From an optimization exercise on the open Yosys and OpenROAD flow, aimed at small area, a short achievable clock period and few clock cycles per item; shortcuts taken in it are not production practice.
The RTL was checked by simulation tests, not by an equivalence proof against the original design.

==> flow/design.v <==
package spq_pkg;
    localparam int DEF_PRIORITY_LEVELS = 8;
    localparam int DEF_QUEUE_DEPTH     = 16;
    localparam int DEF_TAG_WIDTH       = 16;
    localparam int DEF_MAX_SEND        = 32;
    localparam int PRIO_W = 3;
    localparam int SEND_W = 6;
    localparam int QLEN_W = 4;
    localparam logic [QLEN_W-1:0] QLEN_RESET = 4'd15;
    localparam logic ACT_RECEIVE = 1'b0;
    localparam logic ACT_SEND    = 1'b1;
endpackage
module spq_tag_ram #(
    parameter int DATA_W = 16,
    parameter int LEVELS = 8,
    parameter int SLOTS  = 15
) (
    input  logic                                  i_clk,
    input  logic                                  i_wr_en,
    input  logic [$clog2(LEVELS)-1:0]             i_wr_lvl,
    input  logic [$clog2(SLOTS)-1:0]              i_wr_slot,
    input  logic [DATA_W-1:0]                     i_wr_data,
    input  logic [LEVELS-1:0][$clog2(SLOTS)-1:0]  i_rd_slot,
    input  logic [LEVELS-1:0]                     i_rd_lvl_oh,
    output logic [DATA_W-1:0]                     o_rd_data
);
    logic [DATA_W-1:0] r_mem [LEVELS][SLOTS];
    always_ff @(posedge i_clk) begin
        for (int l = 0; l < LEVELS; l++) begin
            for (int s = 0; s < SLOTS; s++) begin
                if (i_wr_en && (i_wr_lvl == l) && (i_wr_slot == s)) begin
                    r_mem[l][s] <= i_wr_data;
                end
            end
        end
    end
    logic [DATA_W-1:0] lvl_data [LEVELS];
    always_comb begin
        o_rd_data = '0;
        for (int l = 0; l < LEVELS; l++) begin
            lvl_data[l] = '0;
            for (int s = 0; s < SLOTS; s++) begin
                lvl_data[l] = lvl_data[l] | (r_mem[l][s] & {DATA_W{i_rd_slot[l] == s}});
            end
            o_rd_data = o_rd_data | (lvl_data[l] & {DATA_W{i_rd_lvl_oh[l]}});
        end
    end
endmodule
module strict_priority_packet_queue #(
    parameter int PRIORITY_LEVELS = spq_pkg::DEF_PRIORITY_LEVELS,
    parameter int QUEUE_DEPTH     = spq_pkg::DEF_QUEUE_DEPTH,
    parameter int TAG_WIDTH       = spq_pkg::DEF_TAG_WIDTH,
    parameter int MAX_SEND        = spq_pkg::DEF_MAX_SEND
) (
    input  logic i_clk,
    input  logic i_rst_n,
    input  logic i_s_axis_tvalid,
    output logic o_s_axis_tready,
    input  logic [((spq_pkg::PRIO_W+TAG_WIDTH+spq_pkg::SEND_W+7)/8)*8-1:0] i_s_axis_tdata,
    input  logic i_s_axis_tuser,
    output logic o_m_axis_tvalid,
    input  logic i_m_axis_tready,
    output logic [((TAG_WIDTH+spq_pkg::PRIO_W+7)/8)*8-1:0] o_m_axis_tdata,
    output logic o_m_axis_tlast,
    input  logic                        i_cfg_wr_en,
    input  logic [spq_pkg::QLEN_W-1:0]  i_cfg_wr_data
);
    localparam int LEVELS     = PRIORITY_LEVELS;
    localparam int LVL_W      = (LEVELS > 1) ? $clog2(LEVELS) : 1;
    localparam int SLOTS      = QUEUE_DEPTH - 1;            
    localparam int SLOT_W     = $clog2(SLOTS);
    localparam int CNT_W      = $clog2(SLOTS + 1);
    localparam int TOT_W      = $clog2(SLOTS * LEVELS + 1);
    localparam int W_W        = $clog2(MAX_SEND + 1);
    localparam int OUT_DATA_W = ((TAG_WIDTH + spq_pkg::PRIO_W + 7) / 8) * 8;
    localparam int SENDS      = 4;                          
    function automatic logic [SLOT_W-1:0] ring_add(input logic [SLOT_W-1:0] a,
                                                   input logic [CNT_W-1:0]  b);
        logic [SLOT_W+1:0] sum;
        sum = {2'b00, a} + {1'b0, b};
        if (sum >= (SLOT_W+2)'(SLOTS)) begin
            sum = sum - (SLOT_W+2)'(SLOTS);
        end
        ring_add = sum[SLOT_W-1:0];
    endfunction
    function automatic logic [SLOT_W-1:0] ring_sub(input logic [SLOT_W-1:0] a,
                                                   input logic [CNT_W-1:0]  b);
        logic [SLOT_W+1:0] dif;
        dif = {2'b00, a} - {1'b0, b};
        if ({1'b0, a} < b) begin
            dif = dif + (SLOT_W+2)'(SLOTS);
        end
        ring_sub = dif[SLOT_W-1:0];
    endfunction
    function automatic logic [SLOT_W-1:0] ring_inc(input logic [SLOT_W-1:0] a);
        ring_inc = (a == SLOT_W'(SLOTS - 1)) ? '0 : a + SLOT_W'(1);
    endfunction
    logic [spq_pkg::QLEN_W-1:0] r_max_len;
    logic [CNT_W-1:0]      r_count [LEVELS];    
    logic [CNT_W-1:0]      r_cur   [LEVELS];    
    logic [CNT_W-1:0]      r_pen   [LEVELS];    
    logic [TOT_W-1:0]      r_above [LEVELS];    
    logic [SLOT_W-1:0]     r_rdp   [LEVELS];    
    logic [SLOT_W-1:0]     r_tail  [LEVELS];
    logic                  r_it_v;
    logic                  r_it_send;
    logic [LEVELS-1:0]     r_it_lvl;      
    logic [TAG_WIDTH-1:0]  r_it_tag;
    logic [W_W-1:0]        r_it_w;
    logic [spq_pkg::QLEN_W-1:0] r_it_lim;
    logic                  r_sk_v;
    logic                  r_sk_send;
    logic [LEVELS-1:0]     r_sk_lvl;
    logic [TAG_WIDTH-1:0]  r_sk_tag;
    logic [W_W-1:0]        r_sk_w;
    logic [spq_pkg::QLEN_W-1:0] r_sk_lim;
    logic                  r_c_act;
    logic                  r_c_setup;     
    logic [CNT_W-1:0]      r_c_cnt;       
    logic [SLOT_W-1:0]     r_c_src;
    logic [SLOT_W-1:0]     r_c_dst;
    logic [SLOT_W-1:0]     r_c_rd;        
    logic                  r_c_tag;       
    logic                  r_c_pend;
    logic [TAG_WIDTH-1:0]  r_c_data;
    logic [SENDS-1:0]      r_snd_v;
    logic [W_W-1:0]        r_snd_n [SENDS];
    logic                  r_out_valid;
    logic [TAG_WIDTH-1:0]  r_out_tag;
    logic [spq_pkg::PRIO_W-1:0] r_out_prio;
    logic                  r_out_last;
    logic [LEVELS-1:0] live;         
    logic [LEVELS-1:0] curm;         
    logic [LEVELS-1:0] penm;         
    logic [LEVELS-1:0] live_above;   
    logic [LEVELS-1:0] full;         
    logic [LEVELS-1:0] cmp;          
    logic              cur_empty;
    logic [LEVELS-1:0] rmask;        
    logic [LEVELS-1:0] rd_oh;        
    logic [LVL_W-1:0]  rd_lvl;
    always_comb begin
        for (int l = 0; l < LEVELS; l++) begin
            live[l] = (r_count[l] != '0);
            curm[l] = (r_cur[l] != '0);
            penm[l] = (r_pen[l] != '0);
            full[l] = (r_tail[l] == r_rdp[l]) && (live[l] || curm[l] || penm[l]);
            cmp[l]  = live[l] && (r_count[l] >= CNT_W'(r_it_lim));
        end
        live_above[LEVELS-1] = 1'b0;
        for (int l = LEVELS - 2; l >= 0; l--) begin
            live_above[l] = live_above[l+1] || live[l+1];
        end
        cur_empty = (curm == '0);
        rmask     = cur_empty ? penm : curm;
        rd_lvl    = '0;
        for (int l = 0; l < LEVELS; l++) begin
            rd_oh[l] = rmask[l] && ((rmask >> (l + 1)) == '0);
            if (rmask[l]) begin
                rd_lvl = LVL_W'(l);
            end
        end
    end
    logic [CNT_W-1:0]  it_cnt;
    logic [SLOT_W-1:0] it_tail;
    logic              it_full;
    logic              it_cmp;
    always_comb begin
        it_cnt  = '0;
        it_tail = '0;
        it_full = 1'b0;
        it_cmp  = 1'b0;
        for (int l = 0; l < LEVELS; l++) begin
            if (r_it_lvl[l]) begin
                it_cnt  = it_cnt  | r_count[l];
                it_tail = it_tail | r_tail[l];
            end
        end
        it_full = (r_it_lvl & full) != '0;
        it_cmp  = (r_it_lvl & cmp) != '0;
    end
    logic it_rcv, it_snd;
    assign it_rcv = r_it_v && !r_it_send && !r_c_act;
    assign it_snd = r_it_v &&  r_it_send && !r_c_act;
    logic             rcv_app;
    logic             rcv_cmp_go;
    logic             c_setup;
    logic [CNT_W-1:0] c_keep;           
    logic [CNT_W-1:0] c_drop;           
    assign rcv_app    = it_rcv && !it_cmp && !it_full;
    assign rcv_cmp_go = it_rcv && it_cmp;
    assign c_setup    = r_c_act && r_c_setup;
    assign c_keep     = (r_c_cnt >> 1) + CNT_W'(1);
    assign c_drop     = r_c_cnt - c_keep;
    logic [W_W-1:0]  snd_n;             
    logic            snd_wait;
    logic            snd_go;
    assign snd_n    = (TOT_W'(r_it_w) <= r_above[0]) ? r_it_w : W_W'(r_above[0]);
    assign snd_wait = (!cur_empty && ((penm & live_above) != '0)) || r_snd_v[SENDS-1];
    assign snd_go   = it_snd && (snd_n != '0) && !snd_wait;
    logic rd_go;
    logic rd_last;
    assign rd_go   = (rmask != '0) && !r_c_act && (!r_out_valid || i_m_axis_tready);
    assign rd_last = (r_snd_n[0] == W_W'(1));
    logic it_done;
    always_comb begin
        it_done = 1'b0;
        if (r_c_act) begin
            it_done = !r_c_setup && (r_c_rd == '0) && !(r_c_pend && r_c_tag);
        end else if (r_it_v && !r_it_send) begin
            it_done = rcv_app || (it_cmp && (it_cnt == CNT_W'(1)));
        end else if (r_it_v) begin
            it_done = (snd_n == '0) || !snd_wait;
        end
    end
    logic it_free;                      
    assign it_free         = !r_it_v || it_done;
    assign o_s_axis_tready = !r_sk_v;
    logic                 ram_wr_en;
    logic [SLOT_W-1:0]    ram_wr_slot;
    logic [TAG_WIDTH-1:0] ram_wr_data;
    logic [LEVELS-1:0]    ram_rd_lvl_oh;
    logic [LEVELS-1:0][SLOT_W-1:0] ram_rd_slot;
    logic [TAG_WIDTH-1:0] ram_rd_data;
    logic [LVL_W-1:0]     it_lvl_bin;
    always_comb begin
        it_lvl_bin = '0;
        for (int l = 0; l < LEVELS; l++) begin
            if (r_it_lvl[l]) begin
                it_lvl_bin = it_lvl_bin | LVL_W'(l);
            end
        end
        ram_wr_en   = rcv_app;
        ram_wr_slot = it_tail;
        ram_wr_data = r_it_tag;
        if (r_c_act) begin
            ram_wr_en   = !r_c_setup && (r_c_pend || ((r_c_rd == '0) && r_c_tag));
            ram_wr_slot = r_c_dst;
            ram_wr_data = r_c_pend ? r_c_data : r_it_tag;
        end
        for (int l = 0; l < LEVELS; l++) begin
            ram_rd_slot[l]   = (r_c_act && r_it_lvl[l]) ? r_c_src : r_rdp[l];
            ram_rd_lvl_oh[l] = r_c_act ? r_it_lvl[l] : rd_oh[l];
        end
    end
    spq_tag_ram #(
        .DATA_W (TAG_WIDTH),
        .LEVELS (LEVELS),
        .SLOTS  (SLOTS)
    ) u_tag_ram (
        .i_clk       (i_clk),
        .i_wr_en     (ram_wr_en),
        .i_wr_lvl    (it_lvl_bin),
        .i_wr_slot   (ram_wr_slot),
        .i_wr_data   (ram_wr_data),
        .i_rd_slot   (ram_rd_slot),
        .i_rd_lvl_oh (ram_rd_lvl_oh),
        .o_rd_data   (ram_rd_data)
    );
    logic [CNT_W-1:0]  n_count [LEVELS];
    logic [CNT_W-1:0]  n_cur   [LEVELS];
    logic [CNT_W-1:0]  n_pen   [LEVELS];
    logic [TOT_W-1:0]  n_above [LEVELS];
    logic [TOT_W-1:0]  left    [LEVELS];    
    logic [W_W-1:0]    reach   [LEVELS];    
    logic [CNT_W-1:0]  take    [LEVELS];
    logic [CNT_W-1:0]  rd_dec  [LEVELS];
    always_comb begin
        for (int l = 0; l < LEVELS; l++) begin
            left[l]   = (r_above[l] > TOT_W'(r_it_w)) ? r_above[l] - TOT_W'(r_it_w) : '0;
            if (l == LEVELS - 1) begin
                reach[l] = r_it_w;
            end else begin
                reach[l] = (TOT_W'(r_it_w) > r_above[l+1])
                           ? W_W'(TOT_W'(r_it_w) - r_above[l+1]) : '0;
            end
            take[l]   = (W_W'(r_count[l]) < reach[l]) ? r_count[l] : CNT_W'(reach[l]);
            rd_dec[l] = CNT_W'(rd_go && rd_oh[l]);
            n_count[l] = r_count[l];
            n_above[l] = r_above[l];
            n_cur[l]   = (cur_empty ? r_pen[l] : r_cur[l]) - rd_dec[l];
            n_pen[l]   = cur_empty ? '0 : r_pen[l];
            if (snd_go) begin
                n_above[l] = left[l];
                n_count[l] = r_count[l] - take[l];
                n_pen[l]   = n_pen[l] + take[l];
            end
            if (rcv_app) begin
                if (r_it_lvl[l]) begin
                    n_count[l] = r_count[l] + CNT_W'(1);
                end
                if ((r_it_lvl >> l) != '0) begin
                    n_above[l] = r_above[l] + TOT_W'(1);
                end
            end
            if (c_setup) begin
                if (r_it_lvl[l]) begin
                    n_count[l] = c_keep;
                end
                if ((r_it_lvl >> l) != '0) begin
                    n_above[l] = r_above[l] - TOT_W'(c_drop);
                end
            end
        end
    end
    logic [SLOT_W-1:0] c_head;
    assign c_head = ring_sub(it_tail, r_c_cnt);
    logic             snd_pop;
    logic [SENDS-1:0] after_pop;
    logic [SENDS-1:0] push_at;
    assign snd_pop   = rd_go && rd_last;
    assign after_pop = snd_pop ? (r_snd_v >> 1) : r_snd_v;
    assign push_at   = after_pop ^ {after_pop[SENDS-2:0], 1'b1};
    logic in_xfer;
    assign in_xfer = i_s_axis_tvalid && !r_sk_v;
    logic [W_W-1:0] in_w;
    assign in_w = (i_s_axis_tdata[spq_pkg::PRIO_W+TAG_WIDTH +: spq_pkg::SEND_W]
                   > spq_pkg::SEND_W'(MAX_SEND))
                  ? W_W'(MAX_SEND)
                  : W_W'(i_s_axis_tdata[spq_pkg::PRIO_W+TAG_WIDTH +: spq_pkg::SEND_W]);
    always_ff @(posedge i_clk) begin
        if (!i_rst_n) begin
            r_max_len   <= spq_pkg::QLEN_RESET;
            r_it_v      <= 1'b0;
            r_sk_v      <= 1'b0;
            r_c_act     <= 1'b0;
            r_snd_v     <= '0;
            r_out_valid <= 1'b0;
            for (int l = 0; l < LEVELS; l++) begin
                r_count[l] <= '0;
                r_cur[l]   <= '0;
                r_pen[l]   <= '0;
                r_above[l] <= '0;
                r_rdp[l]   <= '0;
                r_tail[l]  <= '0;
            end
        end else begin
            if (i_cfg_wr_en) begin
                r_max_len <= i_cfg_wr_data;
            end
            if (it_free) begin
                r_it_v <= r_sk_v || in_xfer;
                if (r_sk_v) begin
                    r_it_send <= r_sk_send;
                    r_it_lvl  <= r_sk_lvl;
                    r_it_tag  <= r_sk_tag;
                    r_it_w    <= r_sk_w;
                    r_it_lim  <= r_sk_lim;
                end else begin
                    r_it_send <= (i_s_axis_tuser == spq_pkg::ACT_SEND);
                    r_it_lvl  <= LEVELS'(1) << i_s_axis_tdata[LVL_W-1:0];
                    r_it_tag  <= i_s_axis_tdata[spq_pkg::PRIO_W +: TAG_WIDTH];
                    r_it_w    <= in_w;
                    r_it_lim  <= r_max_len;
                end
            end
            if (it_free) begin
                r_sk_v <= 1'b0;
            end else if (in_xfer) begin
                r_sk_v    <= 1'b1;
                r_sk_send <= (i_s_axis_tuser == spq_pkg::ACT_SEND);
                r_sk_lvl  <= LEVELS'(1) << i_s_axis_tdata[LVL_W-1:0];
                r_sk_tag  <= i_s_axis_tdata[spq_pkg::PRIO_W +: TAG_WIDTH];
                r_sk_w    <= in_w;
                r_sk_lim  <= r_max_len;
            end
            for (int l = 0; l < LEVELS; l++) begin
                r_count[l] <= n_count[l];
                r_cur[l]   <= n_cur[l];
                r_pen[l]   <= n_pen[l];
                r_above[l] <= n_above[l];
                if (rcv_app && r_it_lvl[l]) begin
                    r_tail[l] <= ring_inc(r_tail[l]);
                end
                if (c_setup && r_it_lvl[l]) begin
                    r_tail[l] <= ring_sub(r_tail[l], c_drop);
                end
                if (rd_go && rd_oh[l]) begin
                    r_rdp[l] <= ring_inc(r_rdp[l]);
                end
            end
            if (rcv_cmp_go && (it_cnt != CNT_W'(1))) begin
                r_c_act   <= 1'b1;
                r_c_setup <= 1'b1;
                r_c_cnt   <= it_cnt;
                r_c_pend  <= 1'b0;
            end
            if (c_setup) begin
                r_c_setup <= 1'b0;
                r_c_src   <= ring_add(c_head, CNT_W'(2));
                r_c_dst   <= ring_inc(c_head);
                r_c_rd    <= SLOT_W'((r_c_cnt - CNT_W'(1)) >> 1);
                r_c_tag   <= !r_c_cnt[0];
            end
            if (r_c_act && !r_c_setup) begin
                r_c_pend <= r_c_rd != '0;
                if (r_c_rd != '0) begin
                    r_c_data <= ram_rd_data;
                    r_c_src  <= ring_add(r_c_src, CNT_W'(2));
                    r_c_rd   <= r_c_rd - SLOT_W'(1);
                end
                if (ram_wr_en) begin
                    r_c_dst  <= ring_inc(r_c_dst);
                end
                if (it_done) begin
                    r_c_act  <= 1'b0;
                end
            end
            r_snd_v <= (snd_go) ? (after_pop | push_at) : after_pop;
            for (int k = 0; k < SENDS; k++) begin
                if (snd_pop) begin
                    if (k < SENDS - 1) begin
                        r_snd_n[k] <= r_snd_n[k+1];
                    end
                end else if (k == 0 && rd_go) begin
                    r_snd_n[0] <= r_snd_n[0] - W_W'(1);
                end
                if (snd_go && push_at[k]) begin
                    r_snd_n[k] <= snd_n;
                end
            end
            if (rd_go) begin
                r_out_valid <= 1'b1;
            end else if (i_m_axis_tready) begin
                r_out_valid <= 1'b0;
            end
        end
    end
    always_ff @(posedge i_clk) begin
        if (rd_go) begin
            r_out_tag  <= ram_rd_data;
            r_out_prio <= spq_pkg::PRIO_W'(rd_lvl);
            r_out_last <= rd_last;
        end
    end
    assign o_m_axis_tvalid = r_out_valid;
    assign o_m_axis_tdata  = OUT_DATA_W'({r_out_prio, r_out_tag});
    assign o_m_axis_tlast  = r_out_last;
endmodule
==> flow/run.sh <==
#!/bin/bash
# synth_recipe.tcl (not shown) runs the flow's synth.tcl, then flattens the netlist and writes it again
# the make line also repeats each setting of config.mk as NAME=value (left out here)
make -C /OpenROAD-flow-scripts/flow DESIGN_CONFIG=/design/flow/config.mk WORK_HOME=/design/flow/orfs CLKGATE_MAP_FILE= SYNTH_SCRIPT=/design/flow/synth_recipe.tcl finish
==> flow/config.mk <==
export PLATFORM = sky130hd
export DESIGN_NAME = strict_priority_packet_queue
export DESIGN_NICKNAME = strict_priority_packet_queue
export VERILOG_FILES = /design/flow/design.v
export SDC_FILE = /design/flow/constraint.sdc
export NUM_CORES = 4
export LEC_CHECK = 0
export ABC_AREA = 1
export CAP_MARGIN = 20
export CORE_MARGIN = 2
export CORE_UTILIZATION = 40
export SETUP_SLACK_MARGIN = 3.0
export SLEW_MARGIN = 20
==> flow/constraint.sdc <==
create_clock -name core_clock -period 6.5 [get_ports {i_clk}]
set_input_delay 1.3000 -clock core_clock [delete_from_list [all_inputs] [get_ports {i_clk}]]
set_output_delay 1.3000 -clock core_clock [all_outputs]
set_load 0.01 [all_outputs]
==> run notes <==
[placed cells by master (no fill, tap or decap), drive strengths merged, types with 37 or more instances in the layout]
cell type         n
buf             825
inv             716
o22ai            45
o21ai           436
edfxtp         2069
fa               48
a21oi           413
clkinvlp         49
nor3            130
nor2            648
nand3           755
nand4           305
ha              323
clkdlybuf4s50    55
dfxtp           228
o211ai           45
a221oi           37
and2             82
a31oi            56
xor2            129
clkinv          108
a22o             79
nand2          2674
a211oi           41
clkbuf          317
[final cells by class]
class	count	area [um2]
fillers	22781	130900
flip-flops and latches	2297	66700
multi-input cells	6462	39930
repair buffers	902	9148
clock buffers	295	6317
well taps	3515	4398
inverters	760	3104
clock inverters	143	1544
diodes	7	17.52
[routing by layer]
metal | share of wire, % | routed length, um
met1 | 40 | 144800
met5 | 0.011 | 39
met4 | 4.6 | 16330
met2 | 46 | 165800
met3 | 8.7 | 31210
[kinds of logic (layout without fill, tap and decap cells)]
kind of cell	after synthesis	after routing	synth area share (%)
adders and majority gates	371	371	4.749
DFF	2297	2297	63.31
xor gates and xnor gates	159	159	1.322
AOI/OAI and AO/OA	1244	1245	7.062
muxes	17	17	0.1805
and+or+nand+nor	4650	4665	18.96
other	1	12	0.003560
buffers and inverters	1116	2100	4.414
[what timing repair did]
item / CTS / global route
gates resized for setup: 825 / 717
gates cloned: 16 / 42
pin swaps: 244 / 359
setup buffers: 322 / 207
endpoints found under the setup margin: 2302 / 2133
endpoints found under the hold margin: 0 / 0
[power by group through the flow]
stage / Sequential, uW / Combinational (uW) / Clock, uW
after detailed placement: 19100 / 22300 / 0
after global placement: 19100 / 22000 / 0
after CTS: 18800 / 27600 / 14100
after floorplan: 18800 / 14500 / 0
after global routing: 19000 / 35200 / 14700
final: 18900 / 33200 / 14000
[metrics by stage]
stage                     hold WS, ps  utilization [%]
final                           484.3            50.05
after global routing            508.8            50.05
after CTS                       486.2            48.01
after detailed placement        456.9            42.45
after global placement          464.9            42.44
after floorplan                 430.8                -
[sequential cells by signal (all words and copies together), names as in the netlist, 6 cells and up]
name and cells:
u_tag_ram.r_mem 1920, r_above 56, r_count 32, r_cur 32
r_pen 32, r_rdp 32, r_tail 32, r_snd_n 24
r_c_data 16, r_it_tag 16, r_out_tag 16, r_sk_tag 16
r_it_lvl 8, r_sk_lvl 8, r_it_w 6, r_sk_w 6
[worst max-delay path, delay by kind of cell, from the launching register on]
| kind | cells | cell delay [ps] |
|---|---|---|
| buffers and inverters | 11 | 1140 |
| AO/OA/AOI/OAI | 6 | 910 |
| AND/OR/NAND/NOR | 9 | 860 |
| adder cells (fa/ha/maj) | 3 | 630 |
| flip-flops | 1 | 360 |
[worst paths after layout]
check	cells past startpoint	endpoint	start	slack, ps
min reg2reg	0	r_sk_lim[0]$_DFFE_PP_	r_max_len[0]$_SDFFE_PN1P_	480
max	29	r_pen[4][3]$_SDFF_PN0_	r_it_w[5]$_DFFE_PP_	2410
min	0	r_sk_lim[0]$_DFFE_PP_	r_max_len[0]$_SDFFE_PN1P_	480
max reg2reg	29	r_pen[4][3]$_SDFF_PN0_	r_it_w[5]$_DFFE_PP_	2410
==> results.sh <==
export IMPL_final_setup_tns_ps=0
export IMPL_grt_pass1_wl_um=498700
export IMPL_fmax_mhz=244.7
export IMPL_post_dp_cell_area_um2=111200
export IMPL_peakVddDrop_uv=385.1
export IMPL_clk_pin_slew_ps=60
export IMPL_routed_wl_um=358200
export IMPL_die_area_um2=267500
export IMPL_routedWlPerCell_um=24.90
export IMPL_synthFlopType="edfxtp_1"
export IMPL_rsz0062_at_grt="yes"
export IMPL_grt_busiest_layer="met2"
export IMPL_seq_area_frac_synth_pct=63.31
export IMPL_share_comb_of_total_power_pct=50.2
export IMPL_critPathCaptureType="flop"
export IMPL_clock_path_buffers=4
export IMPL_netSwitchingPower_uw=28000
export IMPL_start_util_pct=40.20
export IMPL_final_antenna_net_count=0
export IMPL_cts_root_buf="clkbuf_16"
export IMPL_yosysUniqueCellTypes=69
export IMPL_setup_viol=0
export IMPL_period_needed_ps=4087
export IMPL_die_y_um=517.2
export IMPL_fin_ws_ps=2413
export IMPL_powerDensity_nw_per_um2=503.7
export IMPL_dp_hpwl_um=215800
export IMPL_synth_area_um2=105300
export IMPL_seqPwrFrac_pct=28.6
export IMPL_dr_total_vias=80544
export IMPL_cpMostUsedCell="buf_6"
export IMPL_fp_dieW_um=517.2
export IMPL_synth_seq_cells=2297
export IMPL_finalMaxSlewViolations=0
export IMPL_fin_worst_skew_ps=153.5
export IMPL_final_area_um2=131200
export IMPL_first_global_vias=74568
export IMPL_crit_type="reg -> reg"
export IMPL_cts_htree_levels=4
export IMPL_cellLeakagePower_uw=0.04836
export IMPL_grt_overflow=0
export IMPL_clkSinkCount=2297
export IMPL_layoutNonFillerInstCount=14381
export IMPL_layout_worst_path_cycle_share_pct=62.88
export IMPL_hp_class="reg -> reg"
export IMPL_synthCells=9855
export IMPL_crit_required_ps=7220
export IMPL_drtPass1Iterations=6
export IMPL_synth_top_area_share_pct=58.98
export IMPL_startpoint_type="flop"
export IMPL_grt_max_degree=84
export IMPL_worst_pin_slew_ps=1157
export IMPL_run_status="finished clean"
export IMPL_clock_latency_ps=970
export IMPL_synthToLayoutAreaGrowth_pct=24.50
export IMPL_use_met2_pct=39.91
export IMPL_p_sw_share_pct=42.39
export IMPL_grt_use_met1_pct=34.46
export IMPL_layout_drive_gt1_share_pct=21.36
export IMPL_coreArea_um2=262000
export IMPL_viasPerCell=5.601
export IMPL_cts_tree="done"
export IMPL_synth_top_cells_by_count="nand2_1 (2652), edfxtp_1 (2069), nand3_1 (750)"
export IMPL_hold_buffers=0
export IMPL_drc=0
export IMPL_cts_buffers=243
export IMPL_cp_slowest_cell="edfxtp_1"
export IMPL_grt_use_total_pct=25.15
export IMPL_power_total_uw=66060
export IMPL_async_flop_share_pct=0
export IMPL_hold_viol=0
export IMPL_synth_edf_count=2069
export IMPL_avgSynthCellArea_um2=10.69
export IMPL_worstPathMaxFanout=8
export IMPL_drv_cap=0
export IMPL_gp_congestion=0.9138
export IMPL_placed_cells=13348
export IMPL_slew_headroom_pct=22.84
export IMPL_netlist_top_cells_area="edfxtp_1 (59%), nand2_1 (9.4%), dfxtp_1 (4.3%)"
export IMPL_post_place_ws_ps=1082
export IMPL_slowest_delay_ps=360
export IMPL_final_nets=11079
export IMPL_portBuffers=56
export IMPL_met3_usage_pct=3.855
export IMPL_clockPowerShare_pct=21.1
export IMPL_antenna_found_initial=12
export IMPL_p_int_uw=38060
export IMPL_yosysTopAreaCell="edfxtp_1"
export IMPL_ios=69
export IMPL_ys_warnings_count=19
export IMPL_fp_row_count=188
export IMPL_drtIter0Drc=9827
export IMPL_synth_most_common_cell="nand2_1"
export IMPL_crit_arrival_ps=4800
Testbench counts, summed over its fixed seeds: cycles 5,017, items 4,800.

static timing again, ports no longer ideal:
The flow's constraints put no driver on any port. The routed layout listed below was extracted and timed again, unchanged, in two steps.
Step 1 assumes that a clkbuf_16 drives the clock port and a buf_2 every other input.
Step 2 also shifts input and output timing later by t, the mid clock arrival at the registers, as if the neighbouring blocks saw the same clock.
Slacks: no drivers / after step 1 / after step 2; pairs: no drivers / after step 1.
t, ns: 0.986
setup slack, ns: 2.413 / 2.413 / 2.111
hold slack, ns: 0.484 / 0.484 / 0.484
After both steps this run still meets setup and hold. For this run, drivers alone change the setup slack by 0.000 ns; drivers and shift together by -0.302 ns.
